This design comes from an exercise in tuning for small area on the open sky130 flow, not from production work.
RTL that was checked went through simulation tests only; none was proved equivalent to the original.
Only the layout flow was run in run 3; the RTL was not checked for function there.
Power figures rest on the tool's default switching activity, not on a simulated workload.

### flow/config.mk
export PLATFORM = sky130hd
export DESIGN_NAME = keccak_squeeze_buf
export DESIGN_NICKNAME = keccak_squeeze_buf
export VERILOG_FILES = /design/flow/design.v
export SDC_FILE = /design/flow/constraint.sdc
export NUM_CORES = 4
export LEC_CHECK = 0
export CAP_MARGIN = 20
export CORE_AREA = 10 10 630 630
export DIE_AREA = 0 0 640 640
export SLEW_MARGIN = 20
### flow/constraint.sdc
create_clock -name core_clock -period 7.0 [get_ports {clk_i}]
set_input_delay 1.4000 -clock core_clock [delete_from_list [all_inputs] [get_ports {clk_i}]]
set_output_delay 1.4000 -clock core_clock [all_outputs]
set_load 0.01 [all_outputs]
### flow/design.v
module keccak_squeeze_buf #(
    parameter  int MAX_RATE_LANES = 21,
    localparam int OUT_BUF_SIZE   = 64
) (
    input  logic                         clk_i,
    input  logic                         rst_ni,
    input  logic [4:0][4:0][63:0]        state_i,
    input  logic                         state_valid_i,
    output logic                         state_ready_o,
    input  logic [4:0]                   rate_lanes_i,
    input  logic                         abort_i,
    output logic [OUT_BUF_SIZE-1:0]      dout_o,
    output logic                         dout_valid_o,
    input  logic                         dout_ready_i,
    output logic                         dout_last_o,
    output logic                         busy_o
);
    localparam int NL = MAX_RATE_LANES;
    logic                stream_q;
    logic [NL-1:0]       sel_q;      
    logic [4:0]          rem_q;      
    logic [4:0]          rem_eff;
    logic [NL-1:0][63:0] held_q;
    logic [NL-1:0][63:0] state_lanes;
    logic                load;
    logic                xfer;
    logic                is_last;
    always_comb begin
        rem_eff = rate_lanes_i - 5'd1;
        if (rate_lanes_i == 5'd0)
            rem_eff = 5'd0;
        else if (rate_lanes_i > 5'(NL))
            rem_eff = 5'(NL - 1);
    end
    assign state_lanes = state_i[NL-1:0];
    assign is_last = (rem_q == 5'd0);
    assign load    = !stream_q && state_valid_i && !abort_i;
    assign xfer    = stream_q && dout_ready_i;
    always_ff @(posedge clk_i or negedge rst_ni) begin
        if (!rst_ni) begin
            stream_q <= 1'b0;
            sel_q    <= '0;
            rem_q    <= '0;
        end else if (abort_i || (xfer && is_last)) begin
            stream_q <= 1'b0;
            sel_q    <= '0;
            rem_q    <= '0;
        end else if (load) begin
            stream_q <= 1'b1;
            sel_q    <= NL'(1);
            rem_q    <= rem_eff;
        end else if (xfer) begin
            sel_q    <= {sel_q[NL-2:0], 1'b0};
            rem_q    <= rem_q - 5'd1;
        end
    end
    always_ff @(posedge clk_i) begin
        for (int i = 0; i < NL; i++)
            held_q[i] <= (state_lanes[i] & {64{load}}) | (held_q[i] & {64{stream_q}});
    end
    always_comb begin
        dout_o = '0;
        for (int i = 0; i < NL; i++)
            dout_o = dout_o | (held_q[i] & {64{sel_q[i]}});
    end
    assign state_ready_o = !stream_q;
    assign dout_valid_o  = stream_q;
    assign busy_o        = stream_q;
    assign dout_last_o   = stream_q && is_last;
endmodule
### flow/run.sh
#!/bin/bash
# synth_recipe.tcl (not shown) runs the flow's synth.tcl, then flattens the netlist and writes it again
# the make line also repeats each setting of config.mk as NAME=value (left out here)
make -C /OpenROAD-flow-scripts/flow DESIGN_CONFIG=/design/flow/config.mk WORK_HOME=/design/flow/orfs CLKGATE_MAP_FILE= SYNTH_SCRIPT=/design/flow/synth_recipe.tcl finish
==> results of run 1 <==
-- through the flow --
stage	worst slack, ns	total power, mW	cell area (µm²)	utilization	hold WS [ns]
floorplan	4.30	9.52	48800	-	0.455
global placement	1.92	10.7	68300	0.178	0.466
detailed placement	2.35	10.7	68300	0.179	0.470
CTS	1.35	20.1	74100	0.194	0.486
global route	1.38	20.6	74200	0.194	0.493
finish	1.53	19.9	74300	0.194	0.483
-- sequential cells by signal, indices dropped and copies added, names as in the netlist --
register and cells:
stream_q 1, rem_q 5, held_q 1344, sel_q 21
-- cells in the mapped netlist, types with 27 or more instances --
library cell | number | area share
a222oi_1 | 64 | 0.013
nand3_1 | 66 | 0.0068
buf_4 | 114 | 0.018
dfrtp_1 | 27 | 0.014
nand2_1 | 45 | 0.0035
a22o_1 | 1344 | 0.24
dfxtp_1 | 1344 | 0.55
nand4_1 | 128 | 0.016
nor2_1 | 69 | 0.0053
a22oi_1 | 576 | 0.089
buf_2 | 120 | 0.012
clkbuf_1 | 178 | 0.014
buf_1 | 29 | 0.0022
-- power by group through the flow --
stage	Combinational [mW]	Clock, mW	Sequential, mW
floorplan	0.837	0	8.69
global placement	1.80	0	8.85
detailed placement	1.81	0	8.86
CTS	1.83	9.61	8.69
global route	1.94	9.87	8.75
finish	1.83	9.39	8.70
-- layout make-up --
cell class | instances | area, µm² | share of cell area
diodes | 82 | 205 | 0.00276
clock inverters | 71 | 906 | 0.0122
clock buffers | 237 | 4930 | 0.0663
inverters | 8 | 30.0 | 0.000404
repair buffers | 1552 | 15500 | 0.209
flip-flops and latches | 1371 | 27700 | 0.372
multi-input cells | 2352 | 18800 | 0.253
well taps | 5038 | 6300 | 0.0848
-- critical path, delay by kind of cell, from the launching register on --
family | cells | cell delay (ns)
simple gates | 3 | 0.64
buf+inv | 2 | 0.92
flops | 1 | 0.65
compound gates | 1 | 0.90
-- cell families (layout without fill, tap and decap cells) --
kind of cell    count (synthesis)  count (layout)  share of synthesized area
buf+inv                       462            1868                     0.0494
other cells                     0              82                          0
xor+xnor                        1               1                   0.000180
compound gates               2024            2024                      0.350
simple gates                  323             323                     0.0343
fa+ha+maj                       3               3                   0.000770
flops                        1371            1371                      0.566
mux                             1               1                   0.000205
-- final timing paths --
| path | slack (ns) | end | cells past startpoint | from |
|---|---|---|---|---|
| max | 1.53 | dout_o[43] | 6 | sel_q[12]$_DFFE_PN0P_ |
| min | 0.48 | held_q[371]$_DFF_P_ | 1 | held_q[371]$_DFF_P_ |
| max reg2reg | 3.29 | held_q[1297]$_DFF_P_ | 4 | stream_q$_DFFE_PN0P_ |
| min reg2reg | 0.48 | held_q[371]$_DFF_P_ | 1 | held_q[371]$_DFF_P_ |
| max in group asynchronous | 5.66 | sel_q[13]$_DFFE_PN0P_ | 2 | rst_ni |
| min in group asynchronous | 0.94 | rem_q[3]$_DFFE_PN0P_ | 2 | rst_ni |
-- per-layer routing --
| metal | GRT usage | vias to the layer above | share of wire |
|---|---|---|---|
| met3 | 0.0652 | 772 | 0.11 |
| li1 | - | 19600 | - |
| met1 | 0.203 | 23200 | 0.40 |
| met4 | 0.0519 | 136 | 0.036 |
| met5 | 0 | - | 0.0025 |
| met2 | 0.273 | 2724 | 0.46 |
==> impl_metrics.env, run 1 <==
export IMPL_outcome="timing/DRC/antenna clean"
export IMPL_critPathMaxFanout=40
export IMPL_area_growth_pct=52.4
export IMPL_fin_cells=10700
export IMPL_max_stage_delay_ns=0.90
export IMPL_relSlewSlack=0.211
export IMPL_clock_path_buffers=4
export IMPL_ctsHtreeMaxLevel=4
export IMPL_path_class="reg -> out"
export IMPL_rsz0062_at_grt="false"
export IMPL_nFillCells=41600
export IMPL_wl_um=367000
export IMPL_grt_max_degree=205
export IMPL_async_flop_share=0.0197
export IMPL_critical_path_required_ns=5.60
export IMPL_cts_tree="built"
export IMPL_viasPerCell=4.33
export IMPL_clkSinkCount=1371
export IMPL_grt_usage=0.168
export IMPL_clk_latency_ns=0.87
export IMPL_final_hold_viol_count=0
export IMPL_finalSetupViolations=0
export IMPL_netlist_area_um2=48800
export IMPL_grt_overflow_total=0
export IMPL_cpMostUsedCell="nand4_1"
export IMPL_tightest_slew_ns=1.18
export IMPL_cp_slowest_cell="a22oi_1"
export IMPL_hold_buffers=0
export IMPL_drive_above_1_share=0.0823
export IMPL_grt_pass1_vias=44300
export IMPL_drc=0
export IMPL_cap_violations=0
export IMPL_synth_fp_nets=5798
export IMPL_start_util=0.127
export IMPL_powerDensity_nw_per_um2=268
export IMPL_ys_types=40
export IMPL_dp_cells=10300
export IMPL_netSwitchingFraction=0.252
export IMPL_cp_start_kind="flop"
export IMPL_p_int_mw=14.9
export IMPL_drtIter0Drc=5103
export IMPL_ys_ff_latch=1371
export IMPL_clkPwrFrac=0.471
export IMPL_chipHeight_um=640
export IMPL_dp_hpwl_um=287000
export IMPL_end_kind="output pin"
export IMPL_path_clk_slew_ns=0.06
export IMPL_min_period_ns=5.47
export IMPL_first_pass_iters=7
export IMPL_grt_pass1_wl_um=461000
export IMPL_wl_per_cell_um=34.2
export IMPL_synth_edf_count=0
export IMPL_syn_area_per_cell_um2=11.7
export IMPL_place_gp_congestion=0.879
export IMPL_die_area_um2=410000
export IMPL_ant_nets=0
export IMPL_ir_worst_vdd_uv=215
export IMPL_cts_root_buf="clkbuf_16"
export IMPL_final_cell_mix="clkdlybuf4s50_1, a22o_1, dfxtp_1, a22oi_1, clkbuf_16"
export IMPL_path_cells="buf_12 > a22oi_1 > nand4_1 > nor2_1 > nand4_1 > clkdlybuf4s50_1"
export IMPL_crit_arrival_ns=4.07
export IMPL_seq_area_frac_synth=0.566
export IMPL_seqPwrFrac=0.437
export IMPL_tns_ns=0
export IMPL_die_w_um=640
export IMPL_via_count=46400
export IMPL_cts_buffers_inserted=171
export IMPL_io_buffers=1421
export IMPL_post_cts_resized=0
export IMPL_slew_violations=0
export IMPL_comb_power_share=0.092
export IMPL_rows=227
export IMPL_antenna_found_initial=278
export IMPL_io_pins=1678
export IMPL_finClkSkew_ns=0.0493
export IMPL_final_common_cell="clkdlybuf4s50_1"
export IMPL_post_cts_setup_buffers=0
export IMPL_final_net_count=7069
export IMPL_core_area_um2=383000
export IMPL_ys_flop_type="dfxtp_1"
export IMPL_synth_cells=4185
export IMPL_fin_crit_sh=0.781
export IMPL_power_switching_mw=5.03
export IMPL_power_leakage_nw=27.0
export IMPL_maxClockFrequency_mhz=183
export IMPL_yosys_warnings=2
export IMPL_worstHoldPathType="reg -> reg"
==> run 2, diff against run 1 <==
==> flow/flow/run.sh (new file) <==
#!/bin/bash
# Standard ORFS layout, with smaller port buffers and a leaner clock tree.
set -euo pipefail
bash standard.sh \
  'BUFFER_PORTS_ARGS=-buffer_cell sky130_fd_sc_hd__buf_1' \
  'CTS_ARGS=-sink_clustering_enable -repair_clock_nets -dont_use_dummy_load -buf_list {sky130_fd_sc_hd__clkbuf_4 sky130_fd_sc_hd__clkbuf_8}' \
  finish > standard.log 2>&1
==> flow/standard.sh (new file) <==
#!/bin/bash
# synth_recipe.tcl (not shown) runs the flow's synth.tcl, then flattens the netlist and writes it again
# the make line also repeats each setting of config.mk as NAME=value (left out here)
make -C /OpenROAD-flow-scripts/flow DESIGN_CONFIG=/design/flow/config.mk WORK_HOME=/design/flow/orfs CLKGATE_MAP_FILE= SYNTH_SCRIPT=/design/flow/synth_recipe.tcl "${@:-finish}"
removed: flow/run.sh
==> run 2 against run 1 <==
  * Area after synthesis is the same
  * Still clean
  * Utilization shrank 2.9 points
  * Global-route usage shrank 0.19 points
  * Critical path depth grew 1
  * Combinational power shrank 26%
==> impl_metrics.env, run 2 <==
export IMPL_crit_arrival_ns=3.72
export IMPL_drc=0
export IMPL_rsz0062_at_grt="false"
export IMPL_path_class="reg -> out"
export IMPL_post_cts_resized=0
export IMPL_synth_cells=4185
export IMPL_top_regs="held_q (1344), sel_q (21), rem_q (5)"
export IMPL_worstHoldPathType="reg -> reg"
export IMPL_viasPerCell=4.43
export IMPL_first_pass_iters=6
export IMPL_drive_above_1_share=0.0806
export IMPL_min_period_ns=5.12
export IMPL_final_net_count=7164
export IMPL_grt_pass1_vias=44900
export IMPL_outcome="timing/DRC/antenna clean"
export IMPL_cap_violations=0
export IMPL_ys_top_cells_by_area="dfxtp_1, a22o_1, a22oi_1, buf_4, nand4_1"
export IMPL_powerDensity_nw_per_um2=265
export IMPL_ir_worst_vdd_uv=169
export IMPL_ctsHtreeMaxLevel=5
export IMPL_io_pins=1678
export IMPL_post_cts_setup_buffers=0
export IMPL_placed_area_um2=59400
export IMPL_grt_overflow_total=0
export IMPL_tns_ns=0
export IMPL_maxClockFrequency_mhz=195
export IMPL_relSlewSlack=0.188
export IMPL_synth_xor_area_share=0.000180
export IMPL_final_hold_viol_count=0
export IMPL_hold_buffers=0
export IMPL_ys_flop_type="dfxtp_1"
export IMPL_grt_pass1_wl_um=456000
export IMPL_ys_types=40
export IMPL_wl_um=362000
export IMPL_io_buffers=1421
export IMPL_power_leakage_nw=22.2
export IMPL_largest_reg_flops=1344
export IMPL_chipHeight_um=640
export IMPL_wl_per_cell_um=33.9
export IMPL_grt_usage=0.166
export IMPL_clkSinkCount=1371
export IMPL_synth_compound_area_frac=0.350
export IMPL_dp_hpwl_um=286000
export IMPL_netlist_area_um2=48800
export IMPL_final_common_cell="buf_1"
export IMPL_start_util=0.127
export IMPL_yosys_top_cells_count="a22o_1, dfxtp_1, a22oi_1"
export IMPL_fin_crit_sh=0.732
export IMPL_end_kind="output pin"
export IMPL_critPathMaxFanout=21
export IMPL_critical_path_required_ns=5.60
export IMPL_syn_area_per_cell_um2=11.7
export IMPL_clk_latency_ns=1.02
export IMPL_largest_register="held_q"
export IMPL_clock_path_buffers=4
export IMPL_cts_tree="built"
export IMPL_slew_violations=0
export IMPL_die_w_um=640
export IMPL_cts_buffers_inserted=264
export IMPL_final_cell_mix="buf_1, a22o_1, dfxtp_1, a22oi_1, clkbuf_8"
export IMPL_yosysTopAreaCell="dfxtp_1"
export IMPL_tightest_slew_ns=1.22
export IMPL_synth_edf_count=0
export IMPL_synthSimpleGateAreaFrac=0.0343
export IMPL_cts_root_buf="clkbuf_8"
export IMPL_place_gp_congestion=0.903
export IMPL_synth_fa_ha_area_frac=0.000770
export IMPL_synth_top_family_by_area="compound AO/OA/AOI/OAI gates"
export IMPL_rows=227
export IMPL_yosys_warnings=2
export IMPL_core_area_um2=383000
export IMPL_finClkSkew_ns=0.0989
export IMPL_synth_top_area_frac=0.552
export IMPL_seq_area_frac_synth=0.566
export IMPL_synth_fp_nets=5798
export IMPL_ant_nets=0
export IMPL_path_clk_slew_ns=0.05
export IMPL_drtIter0Drc=5977
export IMPL_muxShareOfSynthArea=0.000205
export IMPL_hold_depth=1
export IMPL_ys_ff_latch=1371
export IMPL_die_area_um2=410000
export IMPL_fin_area_um2=63300
export IMPL_grt_max_degree=181
export IMPL_via_count=47400
export IMPL_area_growth_pct=29.8
export IMPL_antenna_found_initial=292
export IMPL_finalSetupViolations=0
export IMPL_cp_start_kind="flop"
export IMPL_total_power_mw=16.8
export IMPL_async_flop_share=0.0197
export IMPL_reg2reg_depth=4
run 2: cell counts after synthesis:
No cell type changed its count.
run 2: layer usage:
metal | global-route usage | part of all wire | wire length (µm)
met1 | 0.203 | 0.39 | 143000
met2 | 0.263 | 0.45 | 161000
met3 | 0.0640 | 0.11 | 40500
met4 | 0.0616 | 0.046 | 16700
met5 | 0 | 0.0032 | 1140
run 2: logic make-up after synthesis:
logic type,count (synthesis)
buf+inv,462
simple gates,323
mux,1
fa+ha+maj,3
xor+xnor,1
compound gates,2024
flops,1371
run 2: worst max-delay path: stages (launching register included):
cell,delay [ns]
dfrtp_4,0.65
buf_4,0.60
buf_4,0.39
a22oi_1,0.14
nand4_1,0.09
nor2_1,0.05
nand4_1,0.09
buf_1,0.69
run 2: layout make-up:
| cell class | count | area [µm²] |
|---|---|---|
| repair buffers | 1554 | 6610 |
| well taps | 5038 | 6300 |
| clock buffers | 264 | 3630 |
| fillers | 42900 | 319000 |
| inverters | 8 | 30.0 |
| multi-input cells | 2352 | 18800 |
| diodes | 120 | 300 |
| flip-flops and latches | 1371 | 27700 |
run 2: per-stage QoR:
| stage | std cells | hold WS [ns] | util | setup WS [ns] |
|---|---|---|---|---|
| CTS | 10600 | 0.386 | 0.165 | 1.43 |
| global placement | 10300 | 0.466 | 0.155 | 2.60 |
| finish | 10700 | 0.482 | 0.166 | 1.88 |
| detailed placement | 10300 | 0.470 | 0.155 | 2.59 |
| floorplan | 4185 | 0.455 | - | 4.30 |
| global route | 10600 | 0.480 | 0.165 | 1.61 |
run 2: power breakdown:
part	total, mW	switching [mW]	leakage [nW]	internal, mW
sequential	8.71	0.375	11.4	8.33
clock	6.72	3.41	1.90	3.31
combinational	1.36	0.759	8.89	0.605
run 2: path summary, 6_finish.rpt:
path                       slack, ns                     to            startpoint
setup / recovery                1.88             dout_o[21]  sel_q[1]$_DFFE_PN0P_
hold / removal                  0.48   held_q[1046]$_DFF_P_  held_q[1046]$_DFF_P_
setup reg to reg                3.49    held_q[542]$_DFF_P_  stream_q$_DFFE_PN0P_
hold reg to reg                 0.48   held_q[1046]$_DFF_P_  held_q[1046]$_DFF_P_
max in group asynchronous       5.77  sel_q[13]$_DFFE_PN0P_                rst_ni
min in group asynchronous       0.57  sel_q[12]$_DFFE_PN0P_                rst_ni
==> run 3, diff against run 2 <==
--- a/flow/design.v
+++ b/flow/design.v
@@ -18,3 +18,5 @@
     localparam int NL = MAX_RATE_LANES;
-    logic                stream_q;
+    logic                stream_q;   
+    logic                idle_q;     
+    logic                pol_q;      
     logic [NL-1:0]       sel_q;      
@@ -24,2 +26,3 @@
     logic [NL-1:0][63:0] state_lanes;
+    logic [63:0]         lane_sel;
     logic                load;
@@ -41,2 +44,3 @@
             stream_q <= 1'b0;
+            idle_q   <= 1'b1;
             sel_q    <= '0;
@@ -45,2 +49,3 @@
             stream_q <= 1'b0;
+            idle_q   <= 1'b1;
             sel_q    <= '0;
@@ -49,2 +54,3 @@
             stream_q <= 1'b1;
+            idle_q   <= 1'b0;
             sel_q    <= NL'(1);
@@ -57,10 +63,12 @@
     always_ff @(posedge clk_i) begin
+        pol_q <= !(stream_q && pol_q);
         for (int i = 0; i < NL; i++)
-            held_q[i] <= (state_lanes[i] & {64{load}}) | (held_q[i] & {64{stream_q}});
+            held_q[i] <= ~((held_q[i] | {64{idle_q}}) & (state_lanes[i] | {64{stream_q}}));
     end
     always_comb begin
-        dout_o = '0;
+        lane_sel = '0;
         for (int i = 0; i < NL; i++)
-            dout_o = dout_o | (held_q[i] & {64{sel_q[i]}});
+            lane_sel = lane_sel | (held_q[i] & {64{sel_q[i]}});
     end
+    assign dout_o        = lane_sel ^ {64{pol_q && stream_q}};
     assign state_ready_o = !stream_q;
==> flow/flow/run.sh (replaced) <==
#!/bin/bash
# Standard ORFS layout, with smaller port buffers and a leaner clock tree.
set -euo pipefail
bash standard.sh \
  'BUFFER_PORTS_ARGS=-buffer_cell sky130_fd_sc_hd__buf_1' \
  'CTS_ARGS=-sink_clustering_enable -repair_clock_nets -dont_use_dummy_load -sink_clustering_size 24 -sink_clustering_max_diameter 80 -buf_list {sky130_fd_sc_hd__clkbuf_4 sky130_fd_sc_hd__clkbuf_8}' \
  finish > standard.log 2>&1
--- a/flow/config.mk
+++ b/flow/config.mk
@@ -8,4 +8,4 @@
 export CAP_MARGIN = 20
-export CORE_AREA = 10 10 630 630
-export DIE_AREA = 0 0 640 640
+export CORE_AREA = 10 10 450 450
+export DIE_AREA = 0 0 460 460
 export SLEW_MARGIN = 20
==> run 3 against run 2 <==
  * The run now fails in 3_2_place_iop
  * Synthesized cell count grew 1.6%
  * Area after synthesis shrank 6.3%
==> impl_metrics.env, run 3 <==
export IMPL_yosysTopAreaCell="dfxtp_1"
export IMPL_rows=161
export IMPL_synth_cells=4254
export IMPL_start_util=0.237
export IMPL_ys_flop_type="dfxtp_1"
export IMPL_firstError="[ERROR PPL-0024] Number of IO pins (1678) exceeds maximum number of available positions (1664). Increase the die perimeter from 1840.00um to 2282.08um."
export IMPL_outcome="did not finish"
export IMPL_yosysMostFrequentCell="dfxtp_1"
export IMPL_die_w_um=460
export IMPL_syn_area_per_cell_um2=10.7
export IMPL_yosys_warnings=2
export IMPL_stop_stage="3_2_place_iop"
export IMPL_async_flop_share=0.0204
export IMPL_chipHeight_um=460
export IMPL_netlist_area_um2=45700
export IMPL_ys_ff_latch=1373
export IMPL_ys_types=44
export IMPL_synth_fp_nets=5867
export IMPL_synth_edf_count=0
export IMPL_ys_top_cells_by_area="dfxtp_1, o22ai_1, a22oi_1, nand3_1, clkbuf_1"
export IMPL_synth_top_area_frac=0.589
export IMPL_seq_area_frac_synth=0.605
export IMPL_yosys_top_cells_count="dfxtp_1, o22ai_1, a22oi_1"
## run 3: cell count changes after synthesis, moves of 41 or more
| cell | before | now |
|---|---|---|
| buf_1 | 29 | 101 |
| nand3_1 | 66 | 192 |
| nand4_1 | 128 | 0 |
| clkbuf_1 | 178 | 246 |
| buf_4 | 114 | 1 |
| a22o_1 | 1344 | 64 |
| xor2_1 | 0 | 65 |
| a22oi_1 | 576 | 448 |
| nor3_1 | 3 | 44 |
| nor2_1 | 69 | 6 |
| o22ai_1 | 2 | 1344 |
| a221oi_1 | 1 | 60 |
## run 3: kinds of logic after synthesis
logic type / count (synthesis) / synth area share
compound gates: 2020 / 0.302
flops: 1373 / 0.605
buf+inv: 469 / 0.0426
simple gates: 323 / 0.0375
xor+xnor: 65 / 0.0125
fa+ha+maj: 3 / 0.000822
mux: 1 / 0.000219

-- re-timing with driven ports --
No port has a modelled driver above. Below, the same layouts with a new extraction and two added sets of constraints.
Step 1 assumes that a clkbuf_16 drives the clock port and a buf_2 every other input.
Step 2 times the ports against the registers' clock, not the clock port: input delays grow and output delays shrink by t, the midpoint of the rising clock arrivals with the driver on.
Slacks: ideal ports / drivers / drivers and shift; pairs: ideal ports / drivers.
run | shift t [ns] | setup slack, ns | worst setup path after step 2
run 1 | 0.956 | 1.533 / 1.439 / 2.395 | register to output
run 2 | 1.044 | 1.877 / 1.787 / 2.831 | register to output
After both steps every run listed still meets setup and hold.
